From an optimization exercise on the open Yosys and OpenROAD flow, aimed at small area, a short achievable clock period and few clock cycles per item; shortcuts taken in it are not production practice.
No functional check of the RTL was part of any run shown here.
Power is estimated from default activity; no workload was simulated.

==> flow/design.v (outline; a module is shown in full before it is edited, if it fits) <==
// module csa_fa: 10 lines
// module conv_pe_top: 2113 lines
module conv_pe_top (
    input  logic        clk,
    input  logic        rst,
    input  logic        wght_valid_i,
    input  logic [63:0] wght_i,
    output logic        wght_ready_o,
    input  logic        act_valid_i,
    input  logic [63:0] act_i,
    output logic        act_ready_o,
    output logic [23:0] result_o,
    output logic        result_valid_o
);
  // ...
==> flow/flow/run.sh <==
#!/bin/bash
# The standard layout, with two resizer settings changed: cells may be
# swapped for ones of another footprint during repair, and the port buffers
# are plain buffers instead of the smallest-area (delay) buffer.
set -euo pipefail
bash standard.sh MATCH_CELL_FOOTPRINT=0 "BUFFER_PORTS_ARGS=-buffer_cell sky130_fd_sc_hd__buf_2" finish > make.log 2>&1
==> flow/standard.sh <==
#!/bin/bash
# synth_recipe.tcl (not shown) runs the flow's synth.tcl, then flattens the netlist and writes it again
# the make line also repeats each setting of config.mk as NAME=value (left out here)
make -C /OpenROAD-flow-scripts/flow DESIGN_CONFIG=/design/flow/config.mk WORK_HOME=/design/flow/orfs CLKGATE_MAP_FILE= SYNTH_SCRIPT=/design/flow/synth_recipe.tcl "${@:-finish}"
==> flow/config.mk <==
export PLATFORM = sky130hd
export DESIGN_NAME = conv_pe_top
export DESIGN_NICKNAME = conv_pe_top
export VERILOG_FILES = /design/flow/design.v
export SDC_FILE = /design/flow/constraint.sdc
export NUM_CORES = 4
export LEC_CHECK = 0
export CAP_MARGIN = 20
export CORE_MARGIN = 2
export CORE_UTILIZATION = 65
export CTS_CLUSTER_DIAMETER = 140
export CTS_CLUSTER_SIZE = 25
export SETUP_SLACK_MARGIN = 2.95
export SLEW_MARGIN = 20
export SYNTH_HIERARCHICAL = 1
export SYNTH_MINIMUM_KEEP_SIZE = 0
==> flow/constraint.sdc <==
create_clock -name core_clock -period 5.0 [get_ports {clk}]
set_input_delay 1.0000 -clock core_clock [delete_from_list [all_inputs] [get_ports {clk}]]
set_output_delay 1.0000 -clock core_clock [all_outputs]
set_load 0.01 [all_outputs]
==> results.txt, run 1 <==
### Worst hold path
- wring[0][61] — end of the worst hold path
- wring[1][61] — Hold Crit Start

### Critical path
- register — crit path launch type
- rdy_o_q — beginning of the critical path
- 0.36 ns — largest incremental delay on the critical path
- 4.00 ns — data required time at the worst endpoint
- buf_6 — cells along the critical path
- 3 — FF-to-FF path depth
- 3 — Critical Path Fanout Max
- dfxtp_4 — crit path max-delay cell type

### Synthesis
- 28.7% — adder-cell area share of the yosys netlist
- 1,079 — flip-flop and latch count after synthesis
- 57.6% — post-synthesis sequential area ratio
- 57.6% — area fraction of the dominant cell type after synthesis
- 0.701% — xor-xnor portion of the synthesized cell area
- 1.95% — share of cell area taken by muxes after synthesis
- 0 — EDFF count, synth

### Place
- 0.886 — final estimated routing congestion in global placement
- 2.09 ns — pre-CTS setup slack
- 156 — number of buffer cells added on primary ports
- 40,100 sq um — placed standard-cell area

### CTS
- 50 — Resized Gates After CTS
- 1,079 — # clock sinks
- yes — TritonCTS clock tree

### Drt
- 41,600 um — Met2 Routed Length
- 82,600 um — Routed Wire Length
- 5.27 — post-DR vias/cell
- 0 — Detail Route Antenna Nets

### Final layout
- 1 — number of antenna repair diodes
- 576 — flip-flop count of the largest register after layout
- 1,365 — #MultiIn Comb
- 3,421 — fin nets
- wring (576), r1 (237), r2 (86) — largest registers
- 39.6% — fraction of standard cell area in multi-input logic

### STA
- 59.6% — worst relative slew slack
- 0.606 ns — transition time at the pin with the least slew margin
- 2.11 ns — Min Clock Period, post-route

### Power and ir drop
- sequential cells — Biggest consumer
- 7500 uW — power in combinational cells

### Floorplan
- 159 — number of ports placed on the die boundary
- 765 — Well-Tap Cells
- 244 um — die span in x
- 57,400 sq um — Placeable Area

### Run status
- timing/DRC/antenna clean — run status

==> run 2: changes to the inputs <==
--- a/flow/config.mk
+++ b/flow/config.mk
@@ -10,7 +10,7 @@
 export CORE_UTILIZATION = 65
 export CTS_CLUSTER_DIAMETER = 140
 export CTS_CLUSTER_SIZE = 25
-export SETUP_SLACK_MARGIN = 2.95
+export SETUP_SLACK_MARGIN = 2.85
 export SLEW_MARGIN = 20
 export SYNTH_HIERARCHICAL = 1
 export SYNTH_MINIMUM_KEEP_SIZE = 0
==> run 2 against run 1 <==
Compared with the run above:
- clock skew shrank 0.0058 ns
- power increased by 0.38%
- clock-buffer cell count increased by 1
- synthesized cell count is the same
- cell area is 1.3% lower
- clock power is essentially flat
- critical path depth is 2 higher
- sequential power is essentially flat
- sequential share of layout area up 0.57 points
- largest cell class unchanged
==> results.txt, run 2 <==
### Run status
- timing/DRC/antenna clean — run status, unchanged

### Final layout
- wring (576), r1 (237), r2 (86) — largest registers, unchanged
- 3,415 — fin nets, was 3,421
- wring — Largest Register, unchanged
- 576 — flip-flop count of the largest register after layout, unchanged
- dfxtp_1 — most frequent standard cell in the layout excluding fill and tap cells, unchanged
- 9.66% — area growth from synthesis to layout, was 11.1%
- 41,100 sq um — area of all placed cells without fillers, was 41,600 sq um
- 24.1% — share of post-route cells with drive strength above 1, was 29.2%
- dfxtp_1 (1,064), fa_1 (363), nand2_1 (307) — most frequent cells in the layout, was dfxtp_1 (1,025), fa_1 (291), nand2_1 (288)

### Synthesis
- 14.1 sq um — mean post-synth cell area, unchanged
- 51 — Netlist cell types, unchanged
- 0% — proportion of synthesized flip-flops having asynchronous set or reset, unchanged
- 57.6% — post-synthesis sequential area ratio, unchanged
- dfxtp_1 (1,079), fa_1 (516), nand2_1 (459) — most instantiated cells after synthesis, unchanged
- dfxtp_1 — Synth area leader, unchanged
- 57.6% — area fraction of the dominant cell type after synthesis, unchanged
- dfxtp_1 (58%), fa_1 (28%), nand2_1 (4.6%) — largest cells by area after synthesis, unchanged
- 2,662 — number of cells produced by synthesis, unchanged
- 0 — EDFF count, synth, unchanged
- 8 — yosys synthesis warning count, unchanged
- dfxtp_1 — most instantiated library cell after synthesis, unchanged
- dfxtp_1 — most frequently used flop master after synthesis, unchanged
- 1,079 — flip-flop and latch count after synthesis, unchanged
- 37,500 sq um — cell area after technology mapping, unchanged

### Critical path
- 2.61 ns — CP arrival, was 1.11 ns
- 3 — FF-to-FF path depth, unchanged
- r1[64] — end of the worst register-to-register path, was r1[155]
- 2.88 ns — worst reg2reg setup slack, was 2.97 ns
- register to register — critical path type, was register to primary output
- 9 — Critical Path Fanout Max, was 3
- register — kind of capture point of the worst setup path, was primary output
- wring[0][59] — Worst R2R Start, was wring[0][23]
- register — crit path launch type, unchanged
- 5.49 ns — data required time at the worst endpoint, was 4.00 ns

### CTS
- 49 — TritonCTS buffer count, unchanged
- 0 — CTS Hold Bufs, unchanged
- 0.10 ns — clock-pin slew reported for the worst setup and hold paths after clock tree synthesis, about the same
- clkbuf_16 — clock root buffer, unchanged
- 2 — Max H-tree Level, unchanged
- yes — TritonCTS clock tree, unchanged
- 0.63 ns — clock latency on the worst-skew pair, was 0.64 ns
- 0 — postcts setup bufs, was 2
- 1,079 — # clock sinks, unchanged
- 3 — buffer depth of the longest clock path, unchanged

### Floorplan
- 88 — number of rows in the core area, unchanged
- 59,600 sq um — die area, unchanged
- 244 um — die span in x, unchanged
- 65.3% — initial core utilization, unchanged
- 159 — number of ports placed on the die boundary, unchanged
- 57,400 sq um — Placeable Area, unchanged
- 244 um — DIE HEIGHT, unchanged

### Power and ir drop
- 8020 uW — reported net switching power, was 7990 uW
- 17.7% — part of the power in the clock network, was 17.8%
- 31.1% — combinational power share, was 30.7%
- 51.2% — part of the total power dissipated in sequential elements, was 51.4%
- 0.0163 uW — leakage, was 0.0166 uW
- 16,500 uW — Int Pwr, was 16,400 uW
- 0.468 mV — worst ir drop on vdd, was 0.401 mV
- 596 nW/um^2 — PwrDens, was 586 nW/um^2
- 32.7% — net switching share of the total power, about the same

### Drt
- 0 — Detail Route Antenna Nets, unchanged
- 5.23 — post-DR vias/cell, was 5.27
- 1,229 — DRT iter0 DRCs, was 1,059
- 0 — Residual DRC, unchanged
- 23.0 um — wire length per cell after detailed routing, was 23.6 um
- 80,700 um — Routed Wire Length, was 82,600 um
- 18,331 — overall via count from detail_route, was 18,475
- 5 — detailed-routing iteration count for the pre-antenna-repair pass, unchanged

### Place
- 63,200 um — DP HPWL, was 63,400 um
- 0.932 — final estimated routing congestion in global placement, was 0.886
- 156 — number of buffer cells added on primary ports, unchanged
- 39,700 sq um — placed standard-cell area, was 40,100 sq um

### STA
- 0.726 ns — transition time at the pin with the least slew margin, was 0.606 ns
- 0 ns — post-route setup TNS, unchanged
- true — unrepaired setup endpoints after global routing, unchanged
- 0 — final hold vios, unchanged
- 42.5% — fin crit share, was 42.2%
- 0.0236 ns — Max Clock Skew, was 0.0294 ns
- 0 — final setup fails, unchanged
- 471 MHz — maximum clock frequency, was 474 MHz
- 0 — max-slew violation total from the final report, unchanged
- 51.4% — worst relative slew slack, was 59.6%
- 2.12 ns — Min Clock Period, post-route, was 2.11 ns

### GRT
- 42 — pin count of the biggest net entering global routing, unchanged
- 7 — antenna violations before repair, was 3
- 122,000 um — first-pass GRT wire length, was 124,000 um
- 20,293 — vias in the first global route, was 20,682
- 0 — total congestion overflow, unchanged
- 28.3% — GRT Util Overall, was 28.9%

### Worst hold path
- wring[1][1] — Hold Crit Start, was wring[1][61]
- 0 — cell count of the worst hold path, unchanged
- wring[0][1] — end of the worst hold path, was wring[0][61]
- register to register — type of the worst min-delay path, unchanged

### Run
- 0 — maxcap violations, unchanged

run 2: worst max-delay path: stages, from the launching register on:
cell and delay [ns]:
dfxtp_1 0.75, nand2_2 0.12, fa_1 0.58, fa_1 0.55
run 2: how the worst max path moves through the flow:
| stage | endpoint | slack [ns] | from |
|---|---|---|---|
| CTS | r1[154] | 2.86 | wring[0][5] |
| global route | lo_q[11] | 2.77 | acc_c[1] |
| detailed placement | wring[8][15] | 2.15 | wght_valid_i |
| finish | r1[64] | 2.88 | wring[0][59] |
| floorplan | r1[231] | 2.66 | act_i[47] |
| global placement | wring[8][19] | 2.18 | wght_valid_i |
run 2: modules after synthesis, one instance, submodules excluded:
module | area, sq um | flops+latches | times used
csa_fa | 20.0 | 0 | 514
conv_pe_top | 27200 | 1079 | 1
run 2: repair_timing:
| action | 4_1_cts | 5_1_grt |
|---|---|---|
| resized for setup | 11 | 12 |
| endpoints found under the setup margin | 83 | 35 |
| pin swaps | 0 | 2 |
run 2: power groups by stage:
stage                     registers, uW  logic, uW  clock network, uW
final                             12500       7620               4350
after global routing              12800       8760               4730
after CTS                         12600       7680               4440
after detailed placement          12800       7640                  0
after global placement            12700       7300                  0
after floorplan                   12000       5090                  0
run 2: final cells by class:
class / count / area (sq um)
timing repair buffer: 157 / 805
sequential: 1079 / 21600
fill: 3848 / 16300
tap: 765 / 957
clock buffer: 50 / 1250
multi-input combinational: 1365 / 16100
clock inverter: 2 / 46.3
inverter: 82 / 308
antenna: 3 / 7.51
run 2: logic make-up after synthesis:
group,share of synthesized area [%]
mux,1.95
buf+inv,2.27
fa+ha+maj,28.7
compound gates,0.768
flops,57.6
simple gates,8.00
xor+xnor,0.701
other cells,0.0200
run 2: routing by layer:
metal	up-vias	track usage [%]	routed length (um)
met1	9473	36.6	32500
met2	569	47.3	39400
met4	8	12.4	3870
met5	-	0	41
li1	8131	-	-
met3	150	5.05	4840
run 2: metrics by stage:
stage	hold WS (ns)	setup WS (ns)	utilization (%)	power (uW)	instances
finish	0.318	2.88	71.6	24500	3503
global route	0.319	2.77	71.6	26200	3502
CTS	0.317	2.86	71.6	24700	3500
detailed placement	0.312	2.15	69.3	20400	3448
global placement	0.309	2.18	69.3	20000	3448
floorplan	0.310	2.66	-	17100	2665

-- what the ideal ports hide --
Ports are ideal in the flow. The routed layouts listed here were re-timed in OpenROAD. Step 1 (the two cells are an assumption about what drives the block):
set clk [get_ports {clk}]
set_driving_cell -lib_cell sky130_fd_sc_hd__clkbuf_16 $clk
set_driving_cell -lib_cell sky130_fd_sc_hd__buf_2 [delete_from_list [all_inputs] $clk]
Step 2 adds t to the input delays and takes it off the output delays; t is the mean of the earliest and latest rising clock arrival at the registers after step 1. Input paths then give back, and output paths get back, about the clock's delay inside the block. a / b / c = no drivers / after step 1 / after step 2; a / b = the first two.
| run | t, ns | slack for setup (ns) | worst setup path at the end | latest minus earliest clock arrival (ns) | pins driven straight from the clock port |
|---|---|---|---|---|---|
| run 1 | 0.690 | 2.891 / 2.828 / 2.275 | input to register | 0.032 / 0.032 | 1 |
| run 2 | 0.679 | 2.875 / 2.834 / 2.253 | input to register | 0.036 / 0.036 | 1 |
After both steps every run listed still meets setup and hold. The setup slack of run 2, which loses most, moves by -0.041 ns with the drivers and by -0.622 ns with both steps.
